From an optimization exercise on the open Yosys and OpenROAD flow, aimed at small area and a short achievable clock period; shortcuts taken in it are not production practice. In this exercise RTL edits were held to simulation tests only and were not proved equivalent to the original. Power is estimated from default activity; no workload was simulated.

[flow/flow/pre_resize.tcl]
# Buffer the outputs with buf_2 cells; the inputs were buffered with buf_1
# cells before global placement.
buffer_ports -outputs -buffer_cell sky130_fd_sc_hd__buf_2
[flow/design.v]
package MMIOStruct;
  localparam int unsigned MMIO_W       = 101;
  localparam int unsigned MMIO_STORE   = 100;
  localparam int unsigned MMIO_SRC_NUM = 3;
  localparam logic [MMIO_W-1:0] MMIO_IDLE = '0;
endpackage
module mmio_push_compact #(
  parameter int unsigned DEPTH = 8
) (
  input  logic [DEPTH:0]   base_oh_i,
  input  logic             t_st_i,
  input  logic             d_st_i,
  input  logic             u_st_i,
  output logic [DEPTH-1:0] sel_t_o,
  output logic [DEPTH-1:0] sel_d_o,
  output logic [DEPTH-1:0] sel_u_o
);
  logic [DEPTH+1:0] b;               
  logic             d0, d1;          
  logic             u0, u1, u2;      
  always_comb begin
    d0 = d_st_i & !t_st_i;
    d1 = d_st_i &  t_st_i;
    u0 = u_st_i & !t_st_i & !d_st_i;
    u1 = u_st_i & (t_st_i ^ d_st_i);
    u2 = u_st_i &  t_st_i &  d_st_i;
    b  = {base_oh_i, 1'b0} << 1;
    for (int unsigned i = 0; i < DEPTH; i++) begin
      sel_t_o[i] = t_st_i & b[i+2];
      sel_d_o[i] = (d0 & b[i+2]) | (d1 & b[i+1]);
      sel_u_o[i] = (u0 & b[i+2]) | (u1 & b[i+1]) | (u2 & b[i]);
    end
  end
endmodule
module mmio_event_queue
#(
  parameter int unsigned DEPTH = 8,
  parameter int unsigned CNT_W = $clog2(DEPTH + 1)
) (
  input  logic             clk,
  input  logic             rstn,
  input  logic [MMIOStruct::MMIO_W-1:0]          timer_mmio,
  input  logic [MMIOStruct::MMIO_W-1:0]          disp_mmio,
  input  logic [MMIOStruct::MMIO_W-1:0]          uart_mmio,
  input  logic             cosim_ready,
  output logic [MMIOStruct::MMIO_W-1:0]          cosim_mmio,
  output logic [CNT_W-1:0] count,
  output logic             overflow
);
  localparam int unsigned DW = MMIOStruct::MMIO_STORE;   
  logic [DW-1:0]    mem_q [DEPTH];
  logic [DW-1:0]    mem_d [DEPTH];
  logic [CNT_W-1:0] count_q, count_d;
  logic [DEPTH:0]   oh_q, oh_d;        
  logic [DEPTH-1:0] th_q, th_d;        
  logic             overflow_q, overflow_d;
  logic             t_st, d_st, u_st, rdy;
  logic [DEPTH:0]   base_oh;           
  logic [DEPTH-1:0] sel_t, sel_d, sel_u, sel_hold, sel_shift, go;
  assign t_st = timer_mmio[MMIOStruct::MMIO_STORE];
  assign d_st = disp_mmio[MMIOStruct::MMIO_STORE];
  assign u_st = uart_mmio[MMIOStruct::MMIO_STORE];
  assign rdy  = cosim_ready;
  always_comb begin
    base_oh[0] = oh_q[0] | (rdy & oh_q[1]);
    for (int unsigned k = 1; k < DEPTH; k++)
      base_oh[k] = rdy ? oh_q[k+1] : oh_q[k];
    base_oh[DEPTH] = !rdy & oh_q[DEPTH];
  end
  mmio_push_compact #(.DEPTH(DEPTH)) u_compact (
    .base_oh_i (base_oh),
    .t_st_i    (t_st),
    .d_st_i    (d_st),
    .u_st_i    (u_st),
    .sel_t_o   (sel_t),
    .sel_d_o   (sel_d),
    .sel_u_o   (sel_u)
  );
  always_comb begin
    for (int unsigned i = 0; i < DEPTH; i++) begin
      sel_hold[i]  = !rdy && th_q[i];
      sel_shift[i] = (i + 1 < DEPTH) ? (rdy && th_q[(i+1) % DEPTH]) : 1'b0;
      go[i]        = (i == 0) ? rstn : 1'b1;
    end
    for (int unsigned i = 0; i < DEPTH; i++) begin
      mem_d[i] = ({DW{go[i] & sel_hold[i]}}  & mem_q[i])
               | ({DW{go[i] & sel_shift[i]}} & mem_q[(i+1) % DEPTH])
               | ({DW{go[i] & sel_t[i]}}     & timer_mmio[DW-1:0])
               | ({DW{go[i] & sel_d[i]}}     & disp_mmio[DW-1:0])
               | ({DW{go[i] & sel_u[i]}}     & uart_mmio[DW-1:0]);
    end
  end
  always_comb begin
    logic          n_ge1, n_ge2, n_ge3;
    logic [DEPTH:0] base_th;           
    n_ge1 = t_st | d_st | u_st;
    n_ge2 = (t_st & d_st) | (t_st & u_st) | (d_st & u_st);
    n_ge3 = t_st & d_st & u_st;
    for (int unsigned k = 0; k < DEPTH; k++)
      base_th[k] = rdy ? ((k + 1 < DEPTH) ? th_q[(k+1) % DEPTH] : 1'b0) : th_q[k];
    base_th[DEPTH] = 1'b0;
    for (int unsigned k = 0; k < DEPTH; k++)
      th_d[k] = base_th[k]
              | (base_oh[k] & n_ge1)
              | ((k >= 1) ? (base_oh[(k+DEPTH) % (DEPTH+1)] & n_ge2) : 1'b0)
              | ((k >= 2) ? (base_oh[(k+DEPTH-1) % (DEPTH+1)] & n_ge3) : 1'b0);
    oh_d[0] = !base_th[0] & !n_ge1;
    for (int unsigned k = 1; k < DEPTH; k++) oh_d[k] = th_d[k-1] & !th_d[k];
    oh_d[DEPTH] = th_d[DEPTH-1];
    overflow_d = overflow_q
               | (base_oh[DEPTH] & n_ge1)
               | (base_oh[DEPTH-1] & n_ge2)
               | (base_oh[DEPTH-2] & n_ge3);
    count_d = '0;
    for (int unsigned k = 0; k < DEPTH; k++)
      if (th_d[k] && (k + 1 == DEPTH || !th_d[(k+1) % DEPTH])) count_d = CNT_W'(k + 1);
  end
  always_ff @(posedge clk) begin
    if (!rstn) begin
      count_q    <= '0;
      oh_q       <= (DEPTH+1)'(1);
      th_q       <= '0;
      overflow_q <= 1'b0;
    end else begin
      count_q    <= count_d;
      oh_q       <= oh_d;
      th_q       <= th_d;
      overflow_q <= overflow_d;
    end
  end
  always_ff @(posedge clk) begin
    for (int unsigned i = 0; i < DEPTH; i++) mem_q[i] <= mem_d[i];
  end
  assign cosim_mmio = {th_q[0], mem_q[0]};
  assign count      = count_q;
  assign overflow   = overflow_q;
endmodule
[flow/config.mk]
export PLATFORM = sky130hd
export DESIGN_NAME = mmio_event_queue
export DESIGN_NICKNAME = mmio_event_queue
export VERILOG_FILES = /design/flow/design.v
export SDC_FILE = /design/flow/constraint.sdc
export NUM_CORES = 4
export LEC_CHECK = 0
export CAP_MARGIN = 30
export CORE_MARGIN = 2
export CORE_UTILIZATION = 40
export CTS_CLUSTER_DIAMETER = 100
export CTS_CLUSTER_SIZE = 20
export SETUP_SLACK_MARGIN = 2.8
export SLEW_MARGIN = 30
[flow/flow/run.sh]
#!/bin/bash
# The standard layout, with the ports buffered by small plain buffers rather
# than the delay buffers buffer_ports picks by default: buf_1 on the inputs
# (before global placement, as standard) and buf_2 on the outputs (at the
# start of the resize step, before repair_design sizes them).
set -euo pipefail
export BUFFER_PORTS_ARGS="-inputs -buffer_cell sky130_fd_sc_hd__buf_1"
export PRE_RESIZE_TCL="$(pwd)/flow/pre_resize.tcl"
bash standard.sh > standard.log 2>&1
[flow/constraint.sdc]
create_clock -name core_clock -period 5.0 [get_ports {clk}]
set_input_delay 1.0000 -clock core_clock [delete_from_list [all_inputs] [get_ports {clk}]]
set_output_delay 1.0000 -clock core_clock [all_outputs]
set_load 0.01 [all_outputs]
[flow/standard.sh]
#!/bin/bash
# synth_recipe.tcl (not shown) runs the flow's synth.tcl, then flattens the netlist and writes it again
# the make line also repeats each setting of config.mk as NAME=value (left out here)
make -C /OpenROAD-flow-scripts/flow DESIGN_CONFIG=/design/flow/config.mk WORK_HOME=/design/flow/orfs CLKGATE_MAP_FILE= SYNTH_SCRIPT=/design/flow/synth_recipe.tcl "${@:-finish}"
==> flow_metrics.tcl, run 1 <==
set metrics [dict create \
    cts_hold_buf 0 \
    startpoint "cosim_ready" \
    crit_top_cell "buf_12" \
    h-tree-depth 2 \
    tightest_slew_ns 1.06 \
    multi_input_area_um2 18800 \
    syn_inst 4694 \
    totalWireLength_um 184000 \
    synth-simple-area-share 0.218 \
    cp-end-kind "flip-flop" \
    seq_area_um2 16500 \
    ys_ff_latch 820 \
    hold_path_startpoint "mem_q[1][54]" \
    dieArea_um2 97500 \
    pwr-share-clk 0.188 \
    crit_arrival_ns 2.79 \
    yosysUniqueCellTypes 52 \
    yosys.area_share.adder 0.000988 \
    yosysSeqAreaShare 0.432 \
    setup_tns_ns 0 \
    synth_top_family_by_area "compound AO/OA/AOI/OAI gates" \
    first_pass_iters 14 \
    grt_overflow 0 \
    p_int_w 0.0131 \
    maxSlewViolCount 0 \
    clockBufferDepth 3 \
    synth_mux_area_frac 0.00566 \
    hold_viol 0 \
    syn_avg_cell_area_um2 8.10 \
    coreArea_um2 94600 \
    grt_pass1_vias 38000 \
    antenna_found_initial 25 \
    grt_usage 0.350 \
    drt_iter0_drc 9416 \
    final-setup-viol-count 0 \
    slew_headroom 0.288 \
    fin_hold_ws_ns 0.479 \
    drc_errors 0 \
    worstPathCellList "buf_12 > buf_12 > buf_4 > and2_4 > buf_8 > a222oi_1 > nand3_1" \
    detail-route-antenna-nets 0 \
    clk_pin_slew_worst_paths_ns 0.09 \
    outcome "finished clean" \
    r2r_start "oh_q[4]" \
    cap_violations 0 \
    rsz0062_at_grt "yes" \
    leakage_nw 16.6 \
    cp_slowest_cell "buf_8" \
    start_util 0.402 \
    numClockSinks 820 \
    globalplace.congestion 0.865 \
    p_sw_w 0.00879 \
    clock_latency_ns 0.64 \
    p_per_area_nw_per_um2 516 \
    drive_above_1_share 0.0960 \
    rows 113 \
    die_y_um 312 \
    pwr-share-comb 0.349 \
    fin_skew_ns 0.0241 \
    fin_crit_ns 2.22 \
    die_w_um 312 \
    dp_slack_ns 1.36 \
    fin_ws_ns 2.78 \
    grt_first_pass_wirelength_um 262000 \
    fin_crit_sh 0.443 \
    worstPathMaxFanout 49 \
    place_area_um2 39600 \
    max-vdd-ir-drop_v 0.000346 \
    final_nets 4910 \
    num_io_pins 412 \
    grt_max_degree 101 \
    syn_to_final_growth_pct 11.7 \
    syn_nets 5003 \
    design_area_um2 42400 \
    synth_compound_area_frac 0.254 \
    cts_tree "yes" \
    cts_root_buf "clkbuf_16" \
    yosysWarnings 4 \
    final_util 0.449 \
    vias 41100 \
    fmax_mhz 451 \
    vias_per_cell 6.98 \
    pwr-share-seq 0.463 \
    fillers 9220 \
    dpl.hpwl_um 92300 \
    hp-class "reg -> reg" \
    yosys.area_share.xor_xnor 0 \
    port-buffer-count 305 \
    synth_area_um2 38000 \
    switching_share 0.401 \
    cts_made_buffers 47 \
    cpPeakStageDelay_ns 0.48 \
    wl_per_cell_um 31.3 \
    worst_setup_path_start_kind "input port" \
    critical_path_class "in -> reg" \
    crit_required_ns 5.57 \
]
==> layout by cell type (no fill, tap or decap), types with 11 or more instances in the layout <==
master and count:
buf_16 13, o21ai_1 19, diode_2 11, o21ai_0 86, buf_2 102, buf_12 32
buf_4 75, nand2_1 1311, buf_1 301, buf_6 22, nand3_1 601, dfxtp_1 791
a222oi_1 800, and2_4 11, a22oi_1 100, dfxtp_2 21, inv_1 100, clkbuf_16 56
==> layer usage <==
layer | share of wire | up-vias | global-route usage | wire length (um)
li1 | - | 17500 | - | -
met1 | 0.39 | 19900 | 0.459 | 71200
met2 | 0.44 | 3136 | 0.540 | 80100
met3 | 0.13 | 493 | 0.0864 | 23800
met4 | 0.048 | 26 | 0.168 | 8750
met5 | 0.00081 | - | 0 | 149
==> layout make-up <==
cell class / instances / share of cell area
tap: 1265 / 0.0373
inverter: 103 / 0.00955
timing repair buffer: 564 / 0.0911
sequential: 820 / 0.388
multi-input combinational: 3065 / 0.444
clock buffer: 49 / 0.0284
antenna: 11 / 0.000649
clock inverter: 5 / 0.00118
==> cells by family (layout without fill, tap and decap cells) <==
kind of cell	Yosys count	after routing
DFF	820	820
adders and majority gates	3	3
and+or+nand+nor	1972	1995
muxes	17	17
buffers and inverters	833	721
AOI/OAI and AO/OA	1049	1050
other	0	11
==> critical path: cells and delay by family <==
kind / cells / cell delay, ns
buf+inv: 4 / 0.93
simple gates: 2 / 0.60
compound gates: 1 / 0.19
==> repair_timing <==
item / in CTS / in global routing
gates cloned: 35 / 9
endpoints found under the setup margin: 841 / 710
buffers inserted: 32 / 18
endpoints found under the hold margin: 0 / 0
pin swaps: 13 / 11
gates resized for setup: 111 / 46
==> sequential cells by signal, indices dropped and copies added (netlist names) <==
name	cells
mem_q	800
th_q	8
count_q	3
oh_q	8
overflow_q	1
==> power by group through the flow <==
stage | Combinational [W] | Sequential (W) | Clock (W)
global placement | 0.00628 | 0.0102 | 0
floorplan | 0.00458 | 0.00978 | 0
detailed placement | 0.00658 | 0.0102 | 0
global route | 0.00802 | 0.0103 | 0.00434
finish | 0.00765 | 0.0102 | 0.00412
CTS | 0.00716 | 0.0101 | 0.00413
==> synth_stat cells, drive strengths merged <==
| library cell | number | area, um^2 |
|---|---|---|
| a21oi | 7 | 35.0 |
| and2 | 14 | 87.6 |
| nor3b | 1 | 7.51 |
| o221ai | 9 | 78.8 |
| o221a | 1 | 11.3 |
| nand2 | 1316 | 4940 |
| clkbuf | 588 | 2330 |
| a22oi | 100 | 751 |
| and2b | 1 | 7.51 |
| a211oi | 1 | 7.51 |
| a32oi | 3 | 26.3 |
| o2111ai | 1 | 8.76 |
| a2111o | 1 | 11.3 |
| a221oi | 2 | 35.0 |
| and3 | 8 | 50.1 |
| inv | 103 | 387 |
| or3 | 3 | 18.8 |
| o31ai | 1 | 7.51 |
| mux2 | 7 | 86.3 |
| a2111oi | 1 | 27.5 |
| or2 | 2 | 12.5 |
| a222oi | 800 | 8010 |
| a31oi | 3 | 25.0 |
| nor2 | 9 | 33.8 |
| a21o | 1 | 7.51 |
| nor2b | 14 | 87.6 |
| o21ai | 111 | 559 |
| buf | 142 | 686 |
| a22o | 3 | 26.3 |
| a21boi | 1 | 7.51 |
| dfxtp | 820 | 16400 |
| mux2i | 10 | 129 |
| and3b | 1 | 8.76 |
| o21a | 1 | 7.51 |
| nand2b | 1 | 6.26 |
| o22ai | 2 | 12.5 |
| nand3 | 602 | 3010 |
| ha | 3 | 37.5 |
==> per-stage QoR <==
stage	power [W]	instances
5_1_grt	0.0227	5876
4_1_cts	0.0214	5844
2_1_floorplan	0.0144	4694
3_5_place_dp	0.0168	5723
6_report	0.0219	5882
3_3_place_gp	0.0165	5613
==> worst paths after layout <==
kind / slack [ns] / depth (start not counted) / to
min reg2reg: 0.48 / 2 / mem_q[0][54]
max reg2reg: 2.90 / 5 / mem_q[4][57]
max: 2.78 / 7 / mem_q[4][96]
min: 0.48 / 2 / mem_q[0][54]
==> run 2: changes to the inputs <==
--- a/flow/config.mk
+++ b/flow/config.mk
@@ -11,4 +11,4 @@
 export CTS_CLUSTER_DIAMETER = 100
 export CTS_CLUSTER_SIZE = 20
-export SETUP_SLACK_MARGIN = 2.8
+export SETUP_SLACK_MARGIN = 2.7
 export SLEW_MARGIN = 30
==> run 2 against run 1 <==
Net effect:
- largest power group unchanged
- worst hold slack gained 0.0014 ns
- still clean on timing, DRC and antenna
- final cell count shrank 0.51%
- die area unchanged
- sequential share of layout area grew 0.45 points
==> flow_metrics.tcl, run 2 <==
set metrics [dict create \
    max-vdd-ir-drop_v 0.000290 \
    vias 40500 \
    switching_share 0.399 \
    final-setup-viol-count 0 \
    synth_mux_area_frac 0.00566 \
    worst_setup_path_start_kind "input port" \
    dp_slack_ns 1.18 \
    yosys.area_share.adder 0.000988 \
    first_pass_iters 13 \
    yosysWarnings 4 \
    cts_tree "yes" \
    detail-route-antenna-nets 0 \
    setup_tns_ns 0 \
    syn_avg_cell_area_um2 8.10 \
    hp-class "reg -> reg" \
    fin_ws_ns 2.65 \
    yosysSeqAreaShare 0.432 \
    slew_headroom 0.290 \
    largest_register "mem_q" \
    hold_path_startpoint "mem_q[1][31]" \
    h-tree-depth 2 \
    r2r_start "oh_q[2]" \
    syn_inst 4694 \
    cp-end-kind "flip-flop" \
    top_regs "mem_q: 800 flops, oh_q: 8 flops, th_q: 8 flops" \
    maxSlewViolCount 0 \
    grt_usage 0.335 \
    synth_edf_count 0 \
    p_sw_w 0.00860 \
    totalWireLength_um 177000 \
    p_per_area_nw_per_um2 515 \
    ys_ff_latch 820 \
    pwr-share-comb 0.342 \
    synth_area_um2 38000 \
    crit_required_ns 5.57 \
    start_util 0.402 \
    synth_top_family_by_area "compound AO/OA/AOI/OAI gates" \
    synth_commonest_cells "nand2_1 (1316), dfxtp_1 (820), a222oi_1 (800), nand3_1 (602), clkbuf_1 (488)" \
    cts_root_buf "clkbuf_16" \
    yosysMostFrequentCell "nand2_1" \
    final_nets 4878 \
    synth_largest_area_cell "dfxtp_1" \
    critical_path_class "in -> reg" \
    synth_compound_area_frac 0.254 \
    largest_reg_flops 800 \
    drt_iter0_drc 8922 \
    fin_crit_sh 0.470 \
    pwr-share-clk 0.190 \
    cpPeakStageDelay_ns 0.63 \
    die_y_um 312 \
    fmax_mhz 426 \
    vias_per_cell 6.93 \
    pwr-share-seq 0.468 \
    netlist_top_cells_area "dfxtp_1 (43%), a222oi_1 (21%), nand2_1 (13%)" \
    final_common_cell "nand2_1" \
    clockBufferDepth 3 \
    dieArea_um2 97500 \
    clk_pin_slew_worst_paths_ns 0.09 \
    port-buffer-count 305 \
    globalplace.congestion 0.881 \
    num_io_pins 412 \
    worstPathCellList "buf_8 > inv_8 > nor2_4 > buf_12 > a222oi_1 > nand3_1" \
    fin_skew_ns 0.0211 \
    synth.top_cell.area_share 0.432 \
    grt_overflow 0 \
    numClockSinks 820 \
    dpl.hpwl_um 90800 \
    grt_max_degree 101 \
    cp_slowest_cell "nor2_4" \
    hold_viol 0 \
    fin_crit_ns 2.35 \
    drive_above_1_share 0.0844 \
    crit_arrival_ns 2.92 \
    async_reset_ff_frac 0 \
    cts_made_buffers 47 \
    grt_first_pass_wirelength_um 254000 \
    rows 113 \
    yosysUniqueCellTypes 52 \
    final_cell_mix "nand2_1 (1314), dfxtp_1 (811), a222oi_1 (800), nand3_1 (602), buf_1 (300)" \
    ys.flop_type "dfxtp_1" \
    worstPathMaxFanout 70 \
    leakage_nw 16.3 \
    die_w_um 312 \
    cts_hold_buf 0 \
    rsz0062_at_grt "yes" \
    syn_to_final_growth_pct 10.1 \
    grt_pass1_vias 37400 \
    antenna_found_initial 31 \
    outcome "finished clean" \
    cap_violations 0 \
    synth-simple-area-share 0.218 \
    p_int_w 0.0130 \
    coreArea_um2 94600 \
    final_util 0.442 \
    fin_hold_ws_ns 0.480 \
    wl_per_cell_um 30.3 \
    yosys.area_share.xor_xnor 0 \
    startpoint "timer_mmio[100]" \
    syn_nets 5003 \
    clock_latency_ns 0.64 \
    tightest_slew_ns 1.06 \
    drc_errors 0 \
]
==> run 2: kinds of logic after synthesis <==
logic type	Yosys count
AO/OA/AOI/OAI	1049
adder cells (fa/ha/maj)	3
multiplexers	17
buffers and inverters	833
flip-flops	820
AND/OR/NAND/NOR	1972
==> run 2: per-layer routing <==
| metal | global-route usage | wire, um |
|---|---|---|
| met2 | 0.546 | 80300 |
| met4 | 0.136 | 7790 |
| met1 | 0.432 | 66600 |
| met5 | 0 | 218 |
| met3 | 0.0713 | 22100 |
==> run 2: power groups by stage <==
stage | logic [W] | registers, W | clock network [W]
global placement | 0.00635 | 0.0102 | 0
global route | 0.00775 | 0.0103 | 0.00433
floorplan | 0.00458 | 0.00978 | 0
finish | 0.00737 | 0.0101 | 0.00409
detailed placement | 0.00665 | 0.0102 | 0
CTS | 0.00699 | 0.0100 | 0.00413
==> run 2: what timing repair did <==
item                       4_1_cts  5_1_grt
pin swaps                       12        2
buffers inserted                31        9
setup endpoints to repair      822      595
cloned                          17       10
resized for setup               47       12
==> run 2: cell type report <==
type / instances / area, um^2
tap: 1265 / 1580
antenna: 14 / 35.0
timing repair buffer: 540 / 3420
multi-input combinational: 3057 / 18700
sequential: 820 / 16400
clock inverter: 5 / 55.1
fill: 9297 / 52700
clock buffer: 48 / 1200
inverter: 103 / 397
==> run 2: path summary, 6_finish.rpt <==
kind | endpoint | slack (ns) | cells past startpoint
setup / recovery | mem_q[2][10] | 2.65 | 6
hold / removal | mem_q[0][31] | 0.48 | 2
setup reg to reg | mem_q[2][10] | 2.74 | 5
hold reg to reg | mem_q[0][31] | 0.48 | 2
==> run 2: critical path: cells and delay by family <==
family / cells / cell delay (ns)
and+or+nand+nor: 2 / 0.77
AOI/OAI and AO/OA: 1 / 0.21
buffers and inverters: 3 / 0.80
==> run 2: through the flow <==
| stage | std cells | area [um^2] | total power, W |
|---|---|---|---|
| after floorplan | 4694 | 38800 | 0.0144 |
| after global placement | 5610 | 39000 | 0.0166 |
| after detailed placement | 5718 | 39600 | 0.0168 |
| after CTS | 5819 | 41600 | 0.0211 |
| after global routing | 5844 | 41800 | 0.0224 |
| final | 5852 | 41800 | 0.0216 |
==> run 3: changes to the inputs <==
--- a/flow/config.mk
+++ b/flow/config.mk
@@ -8,7 +8,7 @@
 export CAP_MARGIN = 30
 export CORE_MARGIN = 2
-export CORE_UTILIZATION = 40
+export CORE_UTILIZATION = 50
 export CTS_CLUSTER_DIAMETER = 100
 export CTS_CLUSTER_SIZE = 20
-export SETUP_SLACK_MARGIN = 2.7
+export SETUP_SLACK_MARGIN = 2.8
 export SLEW_MARGIN = 30
==> run 3 against run 2 <==
Net effect:
- worst hold slack lost 0.00097 ns
- combinational power increased by 13%
- final cell count decreased by 3.3%
- core utilization increased by 12 points
- largest cell class unchanged
- routed wire length is 7.4% higher
- total power increased by 4.4%
- global-route usage is 11 points higher
- via count grew 4.2%
- synthesized cell count unchanged
- sequential power about the same
- non-clock buffer count grew 73
==> flow_metrics.tcl, run 3 <==
set metrics [dict create \
    cp-end-kind "flip-flop" \
    synth_largest_area_cell "dfxtp_1" \
    die_y_um 280 \
    outcome "finished clean" \
    fin_crit_sh 0.457 \
    yosysMostFrequentCell "nand2_1" \
    ys_ff_latch 820 \
    design_area_um2 42900 \
    detail-route-antenna-nets 0 \
    coreArea_um2 75600 \
    cts_made_buffers 46 \
    syn_to_final_growth_pct 12.8 \
    first_pass_iters 14 \
    worstPathMaxFanout 43 \
    globalplace.congestion 0.844 \
    drt-met1-wl_um 70500 \
    final_common_cell "nand2_1" \
    synth_edf_count 0 \
    final_util 0.567 \
    clock_latency_ns 0.63 \
    h-tree-depth 2 \
    r2r_start "th_q[7]" \
    crit_family "buffers and inverters" \
    maxSlewViolCount 0 \
    place_area_um2 39400 \
    hold_path_startpoint "mem_q[1][54]" \
    clockBufferDepth 3 \
    async_reset_ff_frac 0 \
    drc_errors 0 \
    p_per_area_nw_per_um2 525 \
    final_nets 4957 \
    leakage_nw 16.9 \
    ys.flop_type "dfxtp_1" \
    dpl.hpwl_um 92500 \
    yosysUniqueCellTypes 52 \
    drive_above_1_share 0.108 \
    vias_per_cell 7.46 \
    port-buffer-count 305 \
    cpPeakStageDelay_ns 0.51 \
    fin_skew_ns 0.0187 \
    vias 42200 \
    tightest_slew_ns 1.00 \
    syn_inst 4694 \
    routed.top_layer "met5" \
    synth_commonest_cells "nand2_1 (1316), dfxtp_1 (820), a222oi_1 (800), nand3_1 (602), clkbuf_1 (488)" \
    met3WireLength_um 31000 \
    drt_iter0_drc 10300 \
    num_io_pins 412 \
    cp_slowest_cell "buf_6" \
    critPathBufInv 3 \
    synth.top_cell.area_share 0.432 \
    final_cell_mix "nand2_1 (1312), a222oi_1 (800), dfxtp_1 (781), nand3_1 (601), buf_1 (300)" \
    die_w_um 280 \
    startpoint "th_q[7]" \
    slew_headroom 0.333 \
    syn_nets 5003 \
    max-vdd-ir-drop_v 0.000350 \
    final-setup-viol-count 0 \
    cts_root_buf "clkbuf_16" \
    antenna_found_initial 34 \
    rows 101 \
    setup_tns_ns 0 \
    rsz0062_at_grt "yes" \
    largest_reg_flops 800 \
    grt_overflow 0 \
    largest_register "mem_q" \
    start_util 0.503 \
    placed_cells 5444 \
    hp-class "reg -> reg" \
    hold_viol 0 \
    grt_first_pass_wirelength_um 262000 \
    wl_per_cell_um 33.6 \
    clk_pin_slew_worst_paths_ns 0.10 \
    wl_met2_um 77500 \
    grt_max_degree 101 \
    grt_usage 0.445 \
    dieArea_um2 78200 \
    netlist_top_cells_area "dfxtp_1 (43%), a222oi_1 (21%), nand2_1 (13%)" \
    crit_required_ns 5.57 \
    critical_path_class "reg -> reg" \
    yosysWarnings 4 \
    worstPathCellList "buf_12 > and2_4 > buf_8 > buf_6 > a222oi_1 > nand3_1" \
    fmax_mhz 438 \
    grt_pass1_vias 37900 \
    syn_avg_cell_area_um2 8.10 \
    top_regs "mem_q: 800 flops, oh_q: 8 flops, th_q: 8 flops" \
    yosysSeqAreaShare 0.432 \
    crit_arrival_ns 2.86 \
    fin_hold_ws_ns 0.479 \
    totalWireLength_um 190000 \
    numClockSinks 820 \
    final_cells 5660 \
    cap_violations 0 \
    cts_tree "yes" \
    worst_setup_path_start_kind "flip-flop" \
    synth_area_um2 38000 \
    fin_crit_ns 2.29 \
]
-- run 3: cell types whose count changed in the layout (fill, tap and decap cells not counted), moves of 13 or more --
cell	before	now
o21ai_0	87	60
buf_12	35	50
dfxtp_1	811	781
buf_6	11	24
dfxtp_2	9	28
o21ai_1	18	44
diode_2	14	34
buf_4	70	96
-- run 3: path summary, 6_finish.rpt --
| check | cells past startpoint | endpoint | slack, ns |
|---|---|---|---|
| max | 6 | mem_q[6][18] | 2.71 |
| min | 2 | mem_q[0][54] | 0.48 |
| max reg2reg | 6 | mem_q[6][18] | 2.71 |
| min reg2reg | 2 | mem_q[0][54] | 0.48 |
-- run 3: metal layers --
metal | up-vias | global-route usage
li1 | 17600 | -
met1 | 20100 | 0.601
met2 | 3759 | 0.634
met3 | 718 | 0.143
met4 | 24 | 0.227
met5 | - | 0.0144
-- run 3: power breakdown --
group / leakage, nW / total, W / switching [W] / internal (W)
registers: 6.75 / 0.0101 / 0.00137 / 0.00877
logic: 9.57 / 0.00836 / 0.00547 / 0.00289
clock network: 0.584 / 0.00399 / 0.00231 / 0.00168
total: 16.9 / 0.0225 / 0.00915 / 0.0133
-- run 3: timing repair --
action	CTS	global route
gates resized for setup	110	114
hold buffers	0	0
setup endpoints to repair	844	650
pin swaps	25	20
cloned	29	19
buffers inserted	64	22
-- run 3: final cells by class --
type	instances	area, um^2
Clock inverter	1	8.76
Fill cell	6903	32700
Inverter	103	402
Sequential cell	820	16500
Timing Repair Buffer	613	4590
Clock buffer	47	1180
Antenna cell	34	85.1
Multi-Input combinational cell	3064	18900
Tap cell	978	1220
-- run 3: per-stage QoR --
stage / power [W] / setup WS (ns)
floorplan: 0.0144 / 2.54
global placement: 0.0168 / 1.15
detailed placement: 0.0170 / 1.10
CTS: 0.0215 / 2.80
global route: 0.0231 / 2.75
finish: 0.0225 / 2.71
-- run 3: worst reg2reg max path, delay by kind of cell, from the launching register on --
family | cells | cell delay (ns)
flip-flops | 1 | 0.42
buffers and inverters | 3 | 1.09
AND/OR/NAND/NOR | 2 | 0.45
AO/OA/AOI/OAI | 1 | 0.27
-- run 3: cells by family (layout without fill, tap and decap cells) --
family	Yosys count	in the layout	share of synthesized area
other	0	34	0
buffers and inverters	833	764	0.0896
and+or+nand+nor	1972	1990	0.218
AOI/OAI and AO/OA	1049	1054	0.254
DFF	820	820	0.432
muxes	17	17	0.00566
adders and majority gates	3	3	0.000988
==> run 4: changes to the inputs <==
--- a/flow/config.mk
+++ b/flow/config.mk
@@ -8,7 +8,7 @@
 export CAP_MARGIN = 30
 export CORE_MARGIN = 2
-export CORE_UTILIZATION = 50
-export CTS_CLUSTER_DIAMETER = 100
-export CTS_CLUSTER_SIZE = 20
+export CORE_UTILIZATION = 40
+export CTS_CLUSTER_DIAMETER = 150
+export CTS_CLUSTER_SIZE = 25
 export SETUP_SLACK_MARGIN = 2.8
 export SLEW_MARGIN = 30
==> run 4 against run 3 <==
Net effect:
- synthesized area is the same
- non-clock buffer count shrank 46
- first-iteration DRC count shrank 8.5%
- routed wire length shrank 4.3%
- worst hold slack lost 0.011 ns
- setup slack gained 0.083 ns
- sequential share of layout area grew 0.49 points
- largest cell class unchanged
- maximum frequency grew 3.8%
- still clean
- total power shrank 4.5%
==> flow_metrics.tcl, run 4 <==
set metrics [dict create \
    outcome "finished clean" \
    netlist_top_cells_area "dfxtp_1 (43%), a222oi_1 (21%), nand2_1 (13%)" \
    fin_skew_ns 0.0551 \
    largest_reg_flops 800 \
    worstPathCellList "buf_6" \
    cp_slowest_cell "dfxtp_4" \
    yosysSeqAreaShare 0.432 \
    numClockSinks 820 \
    globalRouteMet1Util 0.457 \
    fillers 9243 \
    globalRouteMet2Util 0.537 \
    synth_edf_count 0 \
    max-vdd-ir-drop_v 0.000309 \
    ys.flop_type "dfxtp_1" \
    final_nets 4904 \
    fmax_mhz 454 \
    crit_arrival_ns 1.20 \
    dieArea_um2 97500 \
    cp-end-kind "primary output" \
    h-tree-depth 2 \
    leakage_nw 16.5 \
    hp-class "reg -> reg" \
    rows 113 \
    fin_crit_sh 0.440 \
    use_met3 0.0832 \
    dp_slack_ns 1.36 \
    syn_to_final_growth_pct 11.2 \
    final_util 0.447 \
    tightest_slew_ns 1.09 \
    yosysUniqueCellTypes 52 \
    final_cell_mix "nand2_1 (1314), a222oi_1 (800), dfxtp_1 (794), nand3_1 (601), buf_1 (301)" \
    busiest_layer "met2" \
    vias_per_cell 6.97 \
    yosysWarnings 4 \
    drt_iter0_drc 9406 \
    syn_inst 4694 \
    rsz0062_at_grt "yes" \
    syn_avg_cell_area_um2 8.10 \
    slew_headroom 0.277 \
    crit_family "flip-flops" \
    synth_area_um2 38000 \
    clockBufferDepth 3 \
    final-setup-viol-count 0 \
    multi_input_area_um2 18800 \
    globalplace.congestion 0.865 \
    worst_setup_path_start_kind "flip-flop" \
    final_common_cell "nand2_1" \
    start_util 0.402 \
    ys_ff_latch 820 \
    detail-route-antenna-nets 0 \
    cap_violations 0 \
    crit_required_ns 4.00 \
    cts_hold_buf 0 \
    coreArea_um2 94600 \
    grt_usage 0.348 \
    grt_max_degree 101 \
    setup_tns_ns 0 \
    dpl.hpwl_um 92300 \
    seq_area_um2 16500 \
    die_y_um 312 \
    cts_tree "yes" \
    grt_first_pass_wirelength_um 261000 \
    clock_latency_ns 0.65 \
    hold_viol 0 \
    cts_made_buffers 38 \
    largest_register "mem_q" \
    clk_pin_slew_worst_paths_ns 0.12 \
    maxSlewViolCount 0 \
    cpPeakStageDelay_ns 0.43 \
    grt_pass1_vias 37900 \
    critPathBufInv 1 \
    vias 40900 \
    drc_errors 0 \
    top_regs "mem_q: 800 flops, oh_q: 8 flops, th_q: 8 flops" \
    yosysMostFrequentCell "nand2_1" \
    grt_overflow 0 \
    synth_largest_area_cell "dfxtp_1" \
    p_per_area_nw_per_um2 508 \
    fin_crit_ns 2.20 \
    async_reset_ff_frac 0 \
    drive_above_1_share 0.0935 \
    totalWireLength_um 182000 \
    antenna_found_initial 24 \
    syn_nets 5003 \
    port-buffer-count 305 \
    fin_ws_ns 2.80 \
    r2r_setup_slack_ns 2.85 \
    first_pass_iters 22 \
    cts_root_buf "clkbuf_16" \
    num_io_pins 412 \
    synth_commonest_cells "nand2_1 (1316), dfxtp_1 (820), a222oi_1 (800), nand3_1 (602), clkbuf_1 (488)" \
    worstPathMaxFanout 2 \
    critical_path_class "reg -> out" \
    p_total_w 0.0215 \
    wl_per_cell_um 31.0 \
    die_w_um 312 \
    synth.top_cell.area_share 0.432 \
]
run 4: cell counts after synthesis:
Identical to the previous run, type by type.
run 4: repair_timing:
| action | in CTS | in global routing |
|---|---|---|
| setup endpoints to repair | 839 | 484 |
| gates cloned | 36 | 9 |
| resized for setup | 123 | 44 |
| pin swaps | 21 | 10 |
| buffers inserted | 41 | 10 |
run 4: per-stage QoR:
step                std cells  instance area, um^2  hold WS (ns)
finish                   5874                42300         0.468
CTS                      5842                41800         0.462
global placement         5613                39000         0.455
global route             5869                42300         0.488
floorplan                4694                38800         0.442
detailed placement       5723                39600         0.457
run 4: worst paths after layout:
| kind | from | to | cells after the start |
|---|---|---|---|
| max | mem_q[0][49] | cosim_mmio[49] | 1 |
| min reg2reg | mem_q[6][6] | mem_q[5][6] | 2 |
| min | mem_q[6][6] | mem_q[5][6] | 2 |
| max reg2reg | th_q[7] | mem_q[7][91] | 8 |
run 4: cells by family (layout without fill, tap and decap cells):
kind of cell    Yosys count  after routing  share of synthesized area
compound gates         1049           1050                      0.254
mux                      17             17                    0.00566
buf+inv                 833            712                     0.0896
simple gates           1972           1995                      0.218
flops                   820            820                      0.432
other cells               0             12                          0
fa+ha+maj                 3              3                   0.000988
run 4: power by group:
group,switching [W],internal (W),total [W]
clock,0.00228,0.00139,0.00367
sequential,0.00138,0.00877,0.0101
combinational,0.00502,0.00264,0.00766
run 4: layout make-up:
type,count,share of cell area
well taps,1265,0.0374
inverters,103,0.00950
flip-flops and latches,820,0.390
clock buffers,38,0.0225
clock inverters,4,0.000977
multi-input cells,3065,0.446
repair buffers,567,0.0934
diodes,12,0.000710
run 4: metal layers:
| layer | part of all wire | up-vias |
|---|---|---|
| met2 | 0.43 | 3074 |
| met1 | 0.38 | 19800 |
| met5 | 0.00059 | - |
| met3 | 0.13 | 504 |
| li1 | - | 17500 |
| met4 | 0.051 | 18 |

-- what the ideal ports hide --
No port has a modelled driver above. Below, the same layouts with a new extraction and two added sets of constraints. Step 1 assumes that a clkbuf_16 drives the clock port and a buf_2 every other input. Step 2 adds t to the input delays and takes it off the output delays; t is the mean of the earliest and latest rising clock arrival at the registers after step 1. Input paths then give back, and output paths get back, about the clock's delay inside the block. Slacks: ideal ports / drivers / drivers and shift; pairs: ideal ports / drivers.
run	t (ns)	setup WS [ns]	slew at the worst register clock pin (ns)
run 1	0.700	2.784 / 2.714 / 2.014	0.10 / 0.10
run 2	0.693	2.650 / 2.639 / 1.948	0.09 / 0.09
run 3	0.697	2.715 / 2.651 / 1.955	0.10 / 0.10
run 4	0.688	2.798 / 2.728 / 2.062	0.12 / 0.12
After both steps setup and hold are still met in every run listed. The setup slack of run 1, which loses most, moves by -0.070 ns with the drivers and by -0.770 ns with both steps.
